Source: an optimization exercise on an open RTL-to-GDS flow (aim: small area, a short achievable clock period and few clock cycles per item). Production flows keep margins and buffers that such runs may drop. Function was not checked in any run shown here: the RTL went through the layout flow alone. No activity file was given, so power comes from the tool's default toggle rates.

File: flow/design.v
package epfmm_pkg;
   localparam int unsigned MAP_PAGES  = 512;
   localparam int unsigned MAP_AW     = 9;
   localparam int unsigned PAGE_SHIFT = 11;
   localparam int unsigned CODE_W     = 3;
   localparam logic [MAP_AW-1:0] CONV_PAGES = 9'd320;
   localparam int unsigned FILL_FIRST = 320;
   localparam int unsigned FILL_PAGES = 160;
   localparam logic [CODE_W-1:0] RG_UNUSED  = 3'd0;
   localparam logic [CODE_W-1:0] RG_RAM     = 3'd1;
   localparam logic [CODE_W-1:0] RG_BOOTROM = 3'd2;
   localparam logic [CODE_W-1:0] RG_SDCARD  = 3'd3;
   localparam logic [CODE_W-1:0] RG_EMS     = 3'd4;
   localparam logic [1:0] MODE_IO_RD   = 2'd0;
   localparam logic [1:0] MODE_IO_WR   = 2'd1;
   localparam logic [1:0] MODE_LOOKUP  = 2'd2;
   localparam logic [1:0] MODE_REBUILD = 2'd3;
   localparam logic [3:0] OFS_EMS_LO   = 4'd10;
   localparam logic [3:0] OFS_EMS_HI   = 4'd11;
   localparam logic [3:0] OFS_EMS_FILL = 4'd12;
   localparam logic [3:0] OFS_UMB_LO   = 4'd13;
   localparam logic [3:0] OFS_UMB_HI   = 4'd14;
   localparam logic [3:0] OFS_UMB_FILL = 4'd15;
   localparam logic [7:0] CSR_NO_CONV   = 8'd0;
   localparam logic [7:0] CSR_NO_BOOT   = 8'd1;
   localparam logic [7:0] CSR_BOOT_ADDR = 8'd2;
   localparam logic [7:0] CSR_BOOT_SIZE = 8'd3;
   localparam logic [19:0] BOOT_ADDR_RST = 20'hF0000;
   localparam logic [20:0] BOOT_SIZE_RST = 21'h08000;
   localparam logic [15:0] FP_RST        = 16'hFFFF;
   localparam logic [MAP_AW-1:0] BLD_FIRST_RST = BOOT_ADDR_RST[19:11];
   localparam logic [10:0] BLD_LAST_RST =
      11'((22'(BOOT_ADDR_RST) + 22'(BOOT_SIZE_RST)) >> PAGE_SHIFT);
   localparam logic [18:0] SEG_LOW       = 19'h0A000;
   localparam logic [18:0] SEG_HIGH      = 19'h0F000;
   localparam logic [7:0]  BYTE_NONE     = 8'hFF;
   typedef struct packed {
      logic [1:0]  mode;
      logic [15:0] io_port;
      logic [7:0]  write_data;
      logic [19:0] mem_address;
   } req_type;
   typedef struct packed {
      logic [7:0]        read_data;
      logic [CODE_W-1:0] region;
      logic              ems_hit;
      logic [29:0]       ems_address;
   } rsp_type;
endpackage
module epfmm_page_ram (
   input  logic       clock,
   input  logic       clear,
   input  logic       fill_en,
   input  logic       fill_ems,
   input  logic [8:0] fill_s,      
   input  logic [9:0] fill_e,      
   input  logic [8:0] rd_page,
   output logic       rd_ovr,
   output logic       rd_ems
);
   localparam int unsigned FIRST = epfmm_pkg::FILL_FIRST;
   localparam int unsigned N     = epfmm_pkg::FILL_PAGES;
   localparam int unsigned G0    = FIRST / 8;
   localparam int unsigned NG    = N / 8;
   logic [N-1:0] ovr_ff, ems_ff;
   logic [NG-1:0] s_gt, s_eq, e_lt, e_eq;
   logic [7:0]    s_ge_l, e_lt_l;
   logic [N-1:0]  we;
   always_comb begin
      for (int g = 0; g < NG; g++) begin
         s_gt[g] = (6'(G0 + g) > fill_s[8:3]);
         s_eq[g] = (6'(G0 + g) == fill_s[8:3]);
         e_lt[g] = (7'(G0 + g) < fill_e[9:3]);
         e_eq[g] = (7'(G0 + g) == fill_e[9:3]);
      end
      for (int l = 0; l < 8; l++) begin
         s_ge_l[l] = (3'(l) >= fill_s[2:0]);
         e_lt_l[l] = (3'(l) < fill_e[2:0]);
      end
      for (int i = 0; i < N; i++) begin
         we[i] = fill_en && (s_gt[i/8] || (s_eq[i/8] && s_ge_l[i%8])) &&
                            (e_lt[i/8] || (e_eq[i/8] && e_lt_l[i%8]));
      end
   end
   always_ff @(posedge clock) begin
      for (int i = 0; i < N; i++) begin
         if (clear) begin
            ovr_ff[i] <= 1'b0;
         end else if (we[i]) begin
            ovr_ff[i] <= 1'b1;
         end
         if (we[i]) begin
            ems_ff[i] <= fill_ems;
         end
      end
   end
   logic [511:0] ovr_all, ems_all;
   assign ovr_all = {32'd0, ovr_ff, 320'd0};
   assign ems_all = {32'd0, ems_ff, 320'd0};
   assign rd_ovr  = ovr_all[rd_page];
   assign rd_ems  = ems_all[rd_page];
endmodule
module ems_page_frame_memory_mapper_unit #(
   parameter int unsigned PORT_BASE = 608    
) (
   input  logic               clock,
   input  logic               reset,
   input  logic               req_valid,
   output logic               req_ready,
   input  epfmm_pkg::req_type req_data,
   output logic               rsp_valid,
   input  logic               rsp_ready,
   output epfmm_pkg::rsp_type rsp_data,
   input  logic               csr_valid,
   output logic               csr_ready,
   input  logic [7:0]         csr_index,
   input  logic [31:0]        csr_wdata
);
   localparam logic [15:0] PORT_BASE_W = 16'(PORT_BASE);
   logic [15:0] fp_ff [4];
   logic [15:0] fp_in [4];
   logic [15:0] ems_seg_ff, ems_seg_in;
   logic [15:0] umb_seg_ff, umb_seg_in;
   logic        ncm_ff, nbr_ff;
   logic [19:0] boot_addr_ff;
   logic [20:0] boot_size_ff;
   logic [21:0] boot_end;
   logic        bld_ncm_ff, bld_nbr_ff;
   logic [8:0]  bld_first_ff;
   logic [10:0] bld_last_ff;
   logic        e_valid;
   logic [1:0]  e_mode;
   logic        e_pv;       
   logic [3:0]  e_ofs;
   logic [7:0]  e_wd;
   logic [19:0] e_addr;     
   logic        o_valid, s_valid;
   epfmm_pkg::rsp_type o_data, s_data, res;
   logic        e_go, req_fire, taken;
   assign csr_ready = 1'b1;
   assign e_go      = e_valid && !s_valid;
   assign req_ready = !e_valid || !s_valid;
   assign req_fire  = req_valid && req_ready;
   assign taken     = o_valid && rsp_ready;
   assign rsp_valid = o_valid;
   assign rsp_data  = o_data;
   logic       a_pv, a_io15;
   assign a_pv   = (req_data.io_port[15:4] == PORT_BASE_W[15:4]);
   assign a_io15 = (req_data.mode == epfmm_pkg::MODE_IO_RD) && a_pv &&
                   (req_data.io_port[3:0] == epfmm_pkg::OFS_UMB_FILL);
   assign boot_end = 22'(boot_addr_ff) + 22'(boot_size_ff);
   always_ff @(posedge clock) begin
      if (reset) begin
         e_valid <= 1'b0;
      end else if (req_ready) begin
         e_valid <= req_valid;
      end
   end
   always_ff @(posedge clock) begin
      if (req_ready) begin
         e_mode         <= req_data.mode;
         e_pv           <= a_pv;
         e_ofs          <= req_data.io_port[3:0];
         e_wd           <= req_data.write_data;
         e_addr[10:0]   <= req_data.mem_address[10:0];
         e_addr[19:11]  <= a_io15 ? umb_seg_in[15:7] : req_data.mem_address[19:11];
      end
   end
   always_ff @(posedge clock) begin
      if (reset) begin
         bld_ncm_ff   <= 1'b0;
         bld_nbr_ff   <= 1'b0;
         bld_first_ff <= epfmm_pkg::BLD_FIRST_RST;
         bld_last_ff  <= epfmm_pkg::BLD_LAST_RST;
      end else if (req_fire && (req_data.mode == epfmm_pkg::MODE_REBUILD)) begin
         bld_ncm_ff   <= ncm_ff;
         bld_nbr_ff   <= nbr_ff;
         bld_first_ff <= boot_addr_ff[19:11];
         bld_last_ff  <= boot_end[21:11];
      end
   end
   logic [8:0]  page;
   logic        rd_ovr, rd_ems;
   logic [2:0]  scode, code;
   logic [15:0] fp_sel;
   logic [6:0]  fdiff;
   logic        frame_hit;
   logic        is_wr, is_rb;
   logic        ems_fill, umb_fill, ems_ok, umb_ok;
   logic [18:0] ems_end, umb_end;
   logic        fill_en, fill_ems;
   logic [8:0]  fill_s;
   logic [9:0]  fill_e;
   assign page = e_addr[19:11];
   always_comb begin
      if (!bld_nbr_ff && ({2'd0, page} >= {2'd0, bld_first_ff}) &&
          ({2'd0, page} < bld_last_ff)) begin
         scode = epfmm_pkg::RG_BOOTROM;
      end else if (!bld_nbr_ff && ({2'd0, page} == bld_last_ff)) begin
         scode = epfmm_pkg::RG_SDCARD;
      end else if (!bld_ncm_ff && (page < epfmm_pkg::CONV_PAGES)) begin
         scode = epfmm_pkg::RG_RAM;
      end else begin
         scode = epfmm_pkg::RG_UNUSED;
      end
   end
   assign code = rd_ovr ? (rd_ems ? epfmm_pkg::RG_EMS : epfmm_pkg::RG_RAM) : scode;
   assign fdiff     = {1'b0, e_addr[19:14]} - {1'b0, ems_seg_ff[15:10]};
   assign frame_hit = (ems_seg_ff[9:0] == 10'd0) && (fdiff[6:2] == 5'd0);
   assign fp_sel = fp_ff[e_ofs[2:1]];
   always_comb begin
      res = '0;
      unique case (e_mode)
         epfmm_pkg::MODE_IO_RD: begin
            if (e_pv && !e_ofs[3]) begin
               res.read_data = e_ofs[0] ? fp_sel[15:8] : fp_sel[7:0];
            end else if (e_pv && (e_ofs == epfmm_pkg::OFS_UMB_FILL)) begin
               res.read_data = 8'(code);
            end else begin
               res.read_data = epfmm_pkg::BYTE_NONE;
            end
         end
         epfmm_pkg::MODE_LOOKUP: begin
            res.region  = code;
            res.ems_hit = frame_hit;
            if (frame_hit) begin
               res.ems_address = {fp_ff[fdiff[1:0]], e_addr[13:0]};
            end
         end
         default: ;
      endcase
   end
   assign is_wr    = e_go && (e_mode == epfmm_pkg::MODE_IO_WR) && e_pv;
   assign is_rb    = e_go && (e_mode == epfmm_pkg::MODE_REBUILD);
   assign ems_end  = 19'(ems_seg_ff) + {1'b0, e_wd, 10'd0};
   assign umb_end  = 19'(umb_seg_ff) + {4'd0, e_wd, 7'd0};
   assign ems_ok   = (19'(ems_seg_ff) >= epfmm_pkg::SEG_LOW) && (ems_end <= epfmm_pkg::SEG_HIGH);
   assign umb_ok   = (19'(umb_seg_ff) >= epfmm_pkg::SEG_LOW) && (umb_end <= epfmm_pkg::SEG_HIGH);
   assign ems_fill = (e_ofs == epfmm_pkg::OFS_EMS_FILL);
   assign umb_fill = (e_ofs == epfmm_pkg::OFS_UMB_FILL);
   assign fill_en  = is_wr && ((ems_fill && ems_ok) || (umb_fill && umb_ok));
   assign fill_ems = ems_fill;
   assign fill_s   = ems_fill ? ems_seg_ff[15:7] : umb_seg_ff[15:7];
   assign fill_e   = ems_fill ? (10'(ems_seg_ff[15:7]) + {e_wd, 3'd0}) :
                                (10'(umb_seg_ff[15:7]) + 10'(e_wd));
   epfmm_page_ram u_page_ram (
      .clock    (clock),
      .clear    (reset || is_rb),
      .fill_en  (fill_en),
      .fill_ems (fill_ems),
      .fill_s   (fill_s),
      .fill_e   (fill_e),
      .rd_page  (page),
      .rd_ovr   (rd_ovr),
      .rd_ems   (rd_ems)
   );
   always_comb begin
      for (int s = 0; s < 4; s++) begin
         fp_in[s] = fp_ff[s];
      end
      ems_seg_in = ems_seg_ff;
      umb_seg_in = umb_seg_ff;
      if (is_rb) begin
         for (int s = 0; s < 4; s++) begin
            fp_in[s] = epfmm_pkg::FP_RST;
         end
         ems_seg_in = '0;
         umb_seg_in = '0;
      end else if (is_wr) begin
         if (!e_ofs[3]) begin
            if (e_ofs[0]) begin
               fp_in[e_ofs[2:1]][15:8] = e_wd;
            end else begin
               fp_in[e_ofs[2:1]][7:0] = e_wd;
            end
         end
         unique case (e_ofs)
            epfmm_pkg::OFS_EMS_LO: ems_seg_in[7:0]  = e_wd;
            epfmm_pkg::OFS_EMS_HI: ems_seg_in[15:8] = e_wd;
            epfmm_pkg::OFS_UMB_LO: umb_seg_in[7:0]  = e_wd;
            epfmm_pkg::OFS_UMB_HI: umb_seg_in[15:8] = e_wd;
            default: ;
         endcase
      end
   end
   always_ff @(posedge clock) begin
      if (reset) begin
         for (int s = 0; s < 4; s++) begin
            fp_ff[s] <= epfmm_pkg::FP_RST;
         end
         ems_seg_ff <= '0;
         umb_seg_ff <= '0;
      end else begin
         for (int s = 0; s < 4; s++) begin
            fp_ff[s] <= fp_in[s];
         end
         ems_seg_ff <= ems_seg_in;
         umb_seg_ff <= umb_seg_in;
      end
   end
   always_ff @(posedge clock) begin
      if (reset) begin
         o_valid <= 1'b0;
         s_valid <= 1'b0;
      end else begin
         if (!o_valid || rsp_ready) begin
            o_valid <= s_valid || e_go;
            s_valid <= 1'b0;
         end else if (e_go) begin
            s_valid <= 1'b1;
         end
      end
   end
   always_ff @(posedge clock) begin
      if (!o_valid || rsp_ready) begin
         o_data <= s_valid ? s_data : res;
      end
      if (e_go && o_valid) begin
         s_data <= res;
      end
   end
   always_ff @(posedge clock) begin
      if (reset) begin
         ncm_ff       <= 1'b0;
         nbr_ff       <= 1'b0;
         boot_addr_ff <= epfmm_pkg::BOOT_ADDR_RST;
         boot_size_ff <= epfmm_pkg::BOOT_SIZE_RST;
      end else if (csr_valid && csr_ready) begin
         case (csr_index)
            epfmm_pkg::CSR_NO_CONV:   ncm_ff       <= csr_wdata[0];
            epfmm_pkg::CSR_NO_BOOT:   nbr_ff       <= csr_wdata[0];
            epfmm_pkg::CSR_BOOT_ADDR: boot_addr_ff <= csr_wdata[19:0];
            epfmm_pkg::CSR_BOOT_SIZE: boot_size_ff <= csr_wdata[20:0];
            default: ;
         endcase
      end
   end
endmodule
module ems_mapper_top (
   input  logic        clock,
   input  logic        reset,
   input  logic        req_valid,
   output logic        req_ready,
   input  logic [1:0]  req_mode,
   input  logic [15:0] req_io_port,
   input  logic [7:0]  req_write_data,
   input  logic [19:0] req_mem_address,
   output logic        rsp_valid,
   input  logic        rsp_ready,
   output logic [7:0]  rsp_read_data,
   output logic [2:0]  rsp_region,
   output logic        rsp_ems_hit,
   output logic [29:0] rsp_ems_address,
   input  logic        csr_valid,
   output logic        csr_ready,
   input  logic [7:0]  csr_index,
   input  logic [31:0] csr_wdata
);
   epfmm_pkg::req_type req_data;
   epfmm_pkg::rsp_type rsp_data;
   assign req_data.mode        = req_mode;
   assign req_data.io_port     = req_io_port;
   assign req_data.write_data  = req_write_data;
   assign req_data.mem_address = req_mem_address;
   assign rsp_read_data   = rsp_data.read_data;
   assign rsp_region      = rsp_data.region;
   assign rsp_ems_hit     = rsp_data.ems_hit;
   assign rsp_ems_address = rsp_data.ems_address;
   ems_page_frame_memory_mapper_unit #(.PORT_BASE(608)) u_unit (
      .clock     (clock),
      .reset     (reset),
      .req_valid (req_valid),
      .req_ready (req_ready),
      .req_data  (req_data),
      .rsp_valid (rsp_valid),
      .rsp_ready (rsp_ready),
      .rsp_data  (rsp_data),
      .csr_valid (csr_valid),
      .csr_ready (csr_ready),
      .csr_index (csr_index),
      .csr_wdata (csr_wdata)
   );
endmodule
File: flow/run.sh
#!/bin/bash
# synth_recipe.tcl (not shown) runs the flow's synth.tcl, then flattens the netlist and writes it again
# the make line also repeats each setting of config.mk as NAME=value (left out here)
make -C /OpenROAD-flow-scripts/flow DESIGN_CONFIG=/design/flow/config.mk WORK_HOME=/design/flow/orfs CLKGATE_MAP_FILE= SYNTH_SCRIPT=/design/flow/synth_recipe.tcl finish
File: flow/config.mk
export PLATFORM = sky130hd
export DESIGN_NAME = ems_mapper_top
export DESIGN_NICKNAME = ems_mapper_top
export VERILOG_FILES = /design/flow/design.v
export SDC_FILE = /design/flow/constraint.sdc
export NUM_CORES = 4
export LEC_CHECK = 0
export CAP_MARGIN = 20
export CORE_MARGIN = 2
export CORE_UTILIZATION = 40
export SLEW_MARGIN = 20
File: flow/constraint.sdc
create_clock -name core_clock -period 5.0 [get_ports {clock}]
set_input_delay 1.0000 -clock core_clock [delete_from_list [all_inputs] [get_ports {clock}]]
set_output_delay 1.0000 -clock core_clock [all_outputs]
set_load 0.01 [all_outputs]
==> impl_metrics.py, run 1 <==
metrics = {
    "run_status": {
        "status": "finished clean",
    },
    "yosys": {
        "synth-async-reset-ratio_pct": 0,
        "synth-edff-count": 279,
        "synth_area_um2": 31000,
        "syn_area_per_cell_um2": 9.94,
        "synth_flop_cell": "dfxtp_1",
        "synth-seq-cells": 603,
        "synth_cell_types": 87,
        "netlist_instances": 3122,
        "seq_area_frac_synth_pct": 47.9,
        "syn_nets": 3273,
        "yosys_warnings": 4,
    },
    "routing": {
        "first_iter_violations": 2893,
        "antenna_left": 0,
        "dr_total_vias": 25900,
        "viasPerCell": 6.01,
        "wl_per_cell_um": 23.6,
        "first_pass_iters": 8,
        "drc_errors": 0,
        "wl_um": 102000,
    },
    "critical_path": {
        "cp-start-kind": "register",
        "cp_max_fo": 9,
        "r2r_cells": 11,
        "r2r_slack_ns": 0.39,
        "r2r-end": "u_unit.u_page_ram.ems_ff[112]",
        "r2r-start": "u_unit.e_wd[0]",
        "arrival_ns": 4.86,
        "worst-setup-path-type": "register to register",
        "cp-end-kind": "register",
        "cp.required_ns": 5.25,
    },
    "clock_network": {
        "cts.sinks": 603,
        "numCtsBuffers": 70,
        "clk_latency_ns": 0.65,
        "htreeDepth": 3,
        "clk_pin_slew_ns": 0.06,
        "post-cts-setup-buffers": 0,
        "clockBufferDepth": 3,
        "root_buffer": "clkbuf_16",
        "cts_resized": 0,
        "tritoncts": "yes",
        "cts_hold_buf": 0,
    },
    "die": {
        "core_um2": 77100,
        "start_util_pct": 40.3,
        "rows": 102,
        "ioPinCount": 136,
        "dieArea_um2": 79800,
        "die_y_um": 283,
        "fp.dieW_um": 283,
    },
    "sta": {
        "rsz0062_at_grt": "false",
        "max_freq_mhz": 217,
        "slew_viol_final": 0,
        "whs_ns": 0.437,
        "worst_pin_slew_ns": 1.23,
        "setup_viol_count_final": 0,
        "post-route-period-util_pct": 92.3,
        "skew_ns": 0.0480,
        "min_period_ns": 4.61,
        "max_slew_margin_pct": 17.3,
        "hold_viol": 0,
        "setup-tns-final_ns": 0,
    },
    "global_route": {
        "grt_pass1_vias": 24800,
        "grt_overflow": 0,
        "grt_pass1_wl_um": 153000,
        "antenna_found_initial": 3,
        "grt_max_degree": 86,
        "grt_usage_pct": 25.2,
    },
    "final_layout": {
        "fillers": 7293,
        "diodes": 0,
        "layout-drive-gt1-share_pct": 13.2,
        "nNetsFinal": 3368,
        "area_growth_pct": 16.3,
    },
    "hold_path": {
        "min_from": "u_unit.u_page_ram.ovr_ff[111]",
        "hold_class": "register to register",
        "hold-path-endpoint": "u_unit.u_page_ram.ovr_ff[111]",
        "min_path_cells": 2,
    },
    "power": {
        "p_leak_nw": 12.5,
        "irDropWorstVdd_mv": 0.279,
        "power_density_nw_per_um2": 312,
        "power_mw": 11.3,
    },
    "run": {
        "drv_cap": 0,
    },
    "placed_design": {
        "gp_congestion": 0.978,
        "io_buffers": 123,
        "hpwlAfterDp_um": 68700,
    },
}
worst max-delay path by stage:
stage                    startpoint                       endpoint  cells past startpoint
floorplan           u_unit.e_ofs[1]  u_unit.u_page_ram.ems_ff[150]                     11
global placement     u_unit.e_wd[0]  u_unit.u_page_ram.ems_ff[116]                     11
detailed placement   u_unit.e_wd[0]  u_unit.u_page_ram.ems_ff[124]                     11
CTS                  u_unit.e_wd[0]  u_unit.u_page_ram.ems_ff[124]                     11
global route         u_unit.e_wd[0]  u_unit.u_page_ram.ems_ff[112]                     11
finish               u_unit.e_wd[0]  u_unit.u_page_ram.ems_ff[112]                     11
cells by family after synthesis:
| logic type | count (synthesis) | synth area share, % |
|---|---|---|
| compound gates | 776 | 16.1 |
| xor+xnor | 20 | 0.564 |
| fa+ha+maj | 60 | 2.49 |
| buf+inv | 279 | 3.74 |
| flops | 603 | 47.9 |
| mux | 242 | 12.2 |
| other cells | 1 | 0.0121 |
| simple gates | 1141 | 17.0 |
synth_stat cells, types with 11 or more instances:
cell / number / area [um2]
and2_1: 27 / 169
mux2_2: 39 / 439
nor4_1: 48 / 300
nor3_1: 91 / 455
nand2_1: 486 / 1820
nor2_1: 230 / 863
a21oi_1: 242 / 1210
nand2b_1: 23 / 144
nor2b_1: 18 / 113
o21ai_1: 17 / 85.1
nand4_1: 18 / 113
ha_1: 57 / 713
o31ai_1: 83 / 623
dfxtp_1: 324 / 6490
a32o_1: 28 / 280
edfxtp_1: 279 / 8380
nor3b_1: 20 / 150
clkbuf_1: 163 / 612
o211ai_1: 47 / 353
a2111oi_0: 36 / 315
a22o_1: 19 / 166
o22ai_1: 29 / 181
and3_1: 17 / 106
a21o_1: 20 / 150
o21ai_0: 145 / 726
a31oi_1: 29 / 181
inv_1: 46 / 173
a211oi_1: 19 / 143
mux2i_1: 99 / 991
nand3_1: 96 / 480
mux4_2: 104 / 2340
xor2_1: 11 / 96.3
buf_2: 45 / 225
buf_1: 11 / 41.3
placed cells by master, fill, tap and decap left out, types with 47 or more instances in the layout:
cell / instances
nand2_1: 484
ha_1: 57
edfxtp_1: 279
a21oi_1: 242
clkbuf_16: 72
clkdlybuf4s50_1: 122
nor2_1: 230
buf_4: 123
mux2i_1: 99
o21ai_0: 145
dfxtp_1: 323
o211ai_1: 47
nor4_1: 48
nand3_1: 96
nor3_1: 91
o31ai_1: 83
mux4_2: 104
layout make-up:
| class | instances | area [um2] | area share [%] |
|---|---|---|---|
| flip-flops and latches | 603 | 14900 | 41.2 |
| repair buffers | 254 | 2300 | 6.39 |
| multi-input cells | 2240 | 15100 | 41.8 |
| well taps | 1040 | 1300 | 3.61 |
| inverters | 48 | 183 | 0.506 |
| clock buffers | 99 | 1990 | 5.52 |
| clock inverters | 30 | 369 | 1.02 |
state kept, by name, indices dropped and copies added (netlist names), 2 cells and up:
| signal | count |
|---|---|
| u_unit.bld_first_ff | 9 |
| u_unit.bld_last_ff | 11 |
| u_unit.boot_addr_ff | 20 |
| u_unit.boot_size_ff | 21 |
| u_unit.e_addr | 20 |
| u_unit.e_mode | 2 |
| u_unit.e_ofs | 4 |
| u_unit.e_wd | 8 |
| u_unit.ems_seg_ff | 16 |
| u_unit.fp_ff | 64 |
| u_unit.o_data | 42 |
| u_unit.s_data | 42 |
| u_unit.u_page_ram.ems_ff | 160 |
| u_unit.u_page_ram.ovr_ff | 160 |
| u_unit.umb_seg_ff | 16 |
routing by layer:
layer	up-vias	GRT usage [%]	part of all wire [%]
li1	11900	-	-
met3	279	5.24	8.5
met5	-	0	0.028
met4	4	10.8	4.2
met2	1196	38.8	44
met1	12500	34.5	43
worst max-delay path, cell delays in order, from the launching register on:
cell       delay [ns]
edfxtp_1         0.57
ha_1             0.33
fa_1             0.45
a21oi_1          0.25
o221ai_2         0.17
mux2i_1          0.19
a221o_1          0.49
a21oi_4          0.31
nand3_2          0.32
nor2_2           0.45
a21oi_1          0.16
a2111oi_0        0.54
report_power, final:
group	leakage [nW]	switching, mW	internal [mW]
clock network	1.14	2.22	2.99
registers	5.36	0.0305	5.19
logic	6.03	0.529	0.301
total	12.5	2.78	8.48
through the flow:
step           instance area, um2  util, %  instances  setup WS (ns)
2_1_floorplan               31000        -       3122           1.01
3_3_place_gp                33700     43.7       4182          0.608
3_5_place_dp                33700     43.7       4183          0.535
4_1_cts                     36100     46.8       4312          0.513
5_1_grt                     36100     46.8       4314          0.101
6_report                    36100     46.8       4314          0.387
==> run 2: changes to the inputs <==
--- a/flow/config.mk
+++ b/flow/config.mk
@@ -5,7 +5,9 @@
 export SDC_FILE = /design/flow/constraint.sdc
 export NUM_CORES = 4
 export LEC_CHECK = 0
+export ABC_CLOCK_PERIOD_IN_PS = 2000
 export CAP_MARGIN = 20
 export CORE_MARGIN = 2
 export CORE_UTILIZATION = 40
+export SETUP_SLACK_MARGIN = 2.8
 export SLEW_MARGIN = 20
==> impl_metrics.py, run 2 <==
metrics = {
    "yosys": {
        "synthMostInstantiatedCell": "nand2_1",
        "synth_top_area_cell": "edfxtp_1",
        "syn_nets": 3273,
        "synthTopCellsByArea": "edfxtp_1 (27%), dfxtp_1 (21%), mux4_2 (7.5%), nand2_1 (5.9%), a21oi_1 (3.9%)",
        "synth_top_area_share_pct": 27.0,
        "syn_area_per_cell_um2": 9.94,
        "synth_area_um2": 31000,
        "yosys-top-cells-count": "nand2_1 (486), dfxtp_1 (324), edfxtp_1 (279)",
        "synth-edff-count": 279,
        "synth_cell_types": 87,
        "netlist_instances": 3122,
        "synth-seq-cells": 603,
        "yosys_warnings": 4,
        "synth-async-reset-ratio_pct": 0,
        "seq_area_frac_synth_pct": 47.9,
        "synth_flop_cell": "dfxtp_1",
    },
    "global_route": {
        "grt_max_degree": 101,
        "antenna_found_initial": 7,
        "grt_pass1_wl_um": 187000,
        "grt.met2_usage_pct": 48.5,
        "grt_overflow": 0,
        "met3_usage_pct": 8.57,
        "grt_pass1_vias": 29500,
        "grt_use_met1_pct": 38.9,
        "top_usage_layer": "met2",
        "grt_usage_pct": 31.2,
    },
    "critical_path": {
        "crit_buf_inv": 5,
        "cpMostUsedCell": "buf_6",
        "r2r_slack_ns": 1.07,
        "cp_top_family": "compound AO/OA/AOI/OAI gates",
        "cp.required_ns": 5.30,
        "path_cells": "buf_6 > buf_12 > fa_2 > a21oi_4 > o221ai_4 > mux2i_2 > a221o_1 > a21oi_4 > buf_6 > buf_6 > nand3_4 > nor2_4 > buf_6 > a21oi_4 > a2111oi_4",
        "arrival_ns": 4.22,
        "cp-end-kind": "register",
        "crit_path_top_delay_cell": "a2111oi_4",
        "slowest_delay_ns": 0.57,
        "cp-start-kind": "register",
        "worst-setup-path-type": "register to register",
        "cp_max_fo": 5,
    },
    "sta": {
        "max_slew_margin_pct": 22.0,
        "worst_pin_slew_ns": 1.17,
        "max_freq_mhz": 255,
        "post-route-period-util_pct": 78.5,
        "skew_ns": 0.0383,
        "hold_viol": 0,
        "slew_viol_final": 0,
        "setup-tns-final_ns": 0,
        "whs_ns": 0.444,
        "setup_viol_count_final": 0,
        "rsz0062_at_grt": "true",
        "min_period_ns": 3.93,
        "layout_setup_ws_ns": 1.07,
    },
    "clock_network": {
        "clk_pin_slew_ns": 0.07,
        "tritoncts": "yes",
        "cts.sinks": 603,
        "numCtsBuffers": 68,
        "clockBufferDepth": 3,
        "cts_hold_buf": 0,
        "htreeDepth": 3,
        "clk_latency_ns": 0.66,
        "root_buffer": "clkbuf_16",
    },
    "final_layout": {
        "area_growth_pct": 48.8,
        "layout_common_cells": "nand2_1 (435), dfxtp_1 (312), edfxtp_1 (279)",
        "reg_top3": "u_unit.u_page_ram.ems_ff (160), u_unit.u_page_ram.ovr_ff (160), u_unit.fp_ff (64)",
        "layout-drive-gt1-share_pct": 41.3,
        "stdcell_area_um2": 46200,
        "nNetsFinal": 3714,
        "layout_commonest_cell": "nand2_1",
    },
    "placed_design": {
        "postPlaceCellArea_um2": 34400,
        "io_buffers": 123,
        "place_ws_ns": 0.378,
        "gp_congestion": 0.944,
        "hpwlAfterDp_um": 70000,
    },
    "power": {
        "p_leak_nw": 15.9,
        "irDropWorstVdd_mv": 0.205,
        "power_density_nw_per_um2": 252,
    },
    "hold_path": {
        "hold_class": "register to register",
    },
    "routing": {
        "antenna_left": 0,
        "drc_errors": 0,
        "first_iter_violations": 4021,
        "viasPerCell": 6.52,
        "first_pass_iters": 7,
        "wl_per_cell_um": 28.2,
        "wl_um": 131000,
        "dr_total_vias": 30400,
    },
    "run_status": {
        "status": "finished clean",
    },
    "die": {
        "ioPinCount": 136,
        "core_um2": 77100,
        "dieArea_um2": 79800,
        "start_util_pct": 40.3,
        "rows": 102,
        "die_y_um": 283,
        "fp.dieW_um": 283,
    },
    "run": {
        "drv_cap": 0,
    },
}
-- run 2: cell counts after synthesis --
Identical to the previous run, type by type.
-- run 2: repair_timing --
action	4_1_cts	5_1_grt
resized for setup	1020	348
buffers inserted	196	118
hold endpoints to repair	0	0
pin swaps	284	215
endpoints found under the setup margin	722	507
gates cloned	61	1
-- run 2: final cells by class --
type / count / area, um2
repair buffers: 576 / 6530
fillers: 5943 / 30900
clock inverters: 31 / 375
repair inverters: 3 / 36.3
diodes: 2 / 5.00
flip-flops and latches: 603 / 14900
inverters: 48 / 231
clock buffers: 94 / 1910
well taps: 1040 / 1300
multi-input cells: 2263 / 20900
-- run 2: layer usage --
| layer | wire length [um] | up-vias |
|---|---|---|
| met1 | 47600 | 14700 |
| met4 | 9890 | 10 |
| li1 | - | 12700 |
| met5 | 64 | - |
| met3 | 16300 | 728 |
| met2 | 57500 | 2229 |
-- run 2: where the power goes --
part	switching, mW	internal [mW]
registers	0.0292	5.18
clock network	2.25	2.94
logic	0.782	0.465
total	3.06	8.59
-- run 2: cell families after synthesis --
group                      after synthesis  synth area share, %
xor gates and xnor gates                20                0.564
other                                    1               0.0121
buffers and inverters                  279                 3.74
DFF                                    603                 47.9
AOI/OAI and AO/OA                      776                 16.1
muxes                                  242                 12.2
adders and majority gates               60                 2.49
and+or+nand+nor                       1141                 17.0
-- run 2: per-stage QoR --
| stage | instances | utilization [%] | total power, mW |
|---|---|---|---|
| floorplan | 3122 | - | 5.80 |
| global placement | 4156 | 44.6 | 6.14 |
| detailed placement | 4156 | 44.6 | 6.15 |
| CTS | 4538 | 56.3 | 11.5 |
| global route | 4658 | 59.9 | 11.9 |
| finish | 4660 | 59.9 | 11.7 |
-- run 2: path summary, 6_finish.rpt --
kind / start / end / depth (start not counted)
max: u_unit.e_wd[1] / u_unit.u_page_ram.ems_ff[115] / 15
min: u_unit.u_page_ram.ovr_ff[55] / u_unit.u_page_ram.ovr_ff[55] / 2
max reg2reg: u_unit.e_wd[1] / u_unit.u_page_ram.ems_ff[115] / 15
min reg2reg: u_unit.u_page_ram.ovr_ff[55] / u_unit.u_page_ram.ovr_ff[55] / 2
-- run 2: worst register-to-register path, stage by stage (launching register included) --
cell and delay (ns):
edfxtp_1 0.42, buf_6 0.15, buf_12 0.12, fa_2 0.42
a21oi_4 0.19, o221ai_4 0.14, mux2i_2 0.19, a221o_1 0.33
a21oi_4 0.17, buf_6 0.16, buf_6 0.11, nand3_4 0.12
nor2_4 0.18, buf_6 0.18, a21oi_4 0.10, a2111oi_4 0.57

## separate check: timing with driven ports
No port has a modelled driver above. Below, the same layouts with a new extraction and two added sets of constraints.
Step 1, drivers: a clkbuf_16 drives clock and a buf_2 each remaining input, both assumed.
Step 2 also shifts input and output timing later by t, the mid clock arrival at the registers, as if the neighbouring blocks saw the same clock.
Three values: ideal ports, drivers, drivers and shift; two values: the first two.
run	shift t [ns]	setup WS [ns]	clock arrival spread, ns	pins driven straight from the clock port
run 1	0.698	0.387 / 0.387 / 0.387	0.049 / 0.048	1
run 2	0.705	1.075 / 1.075 / 1.075	0.040 / 0.040	1
After both steps every run listed still meets setup and hold.
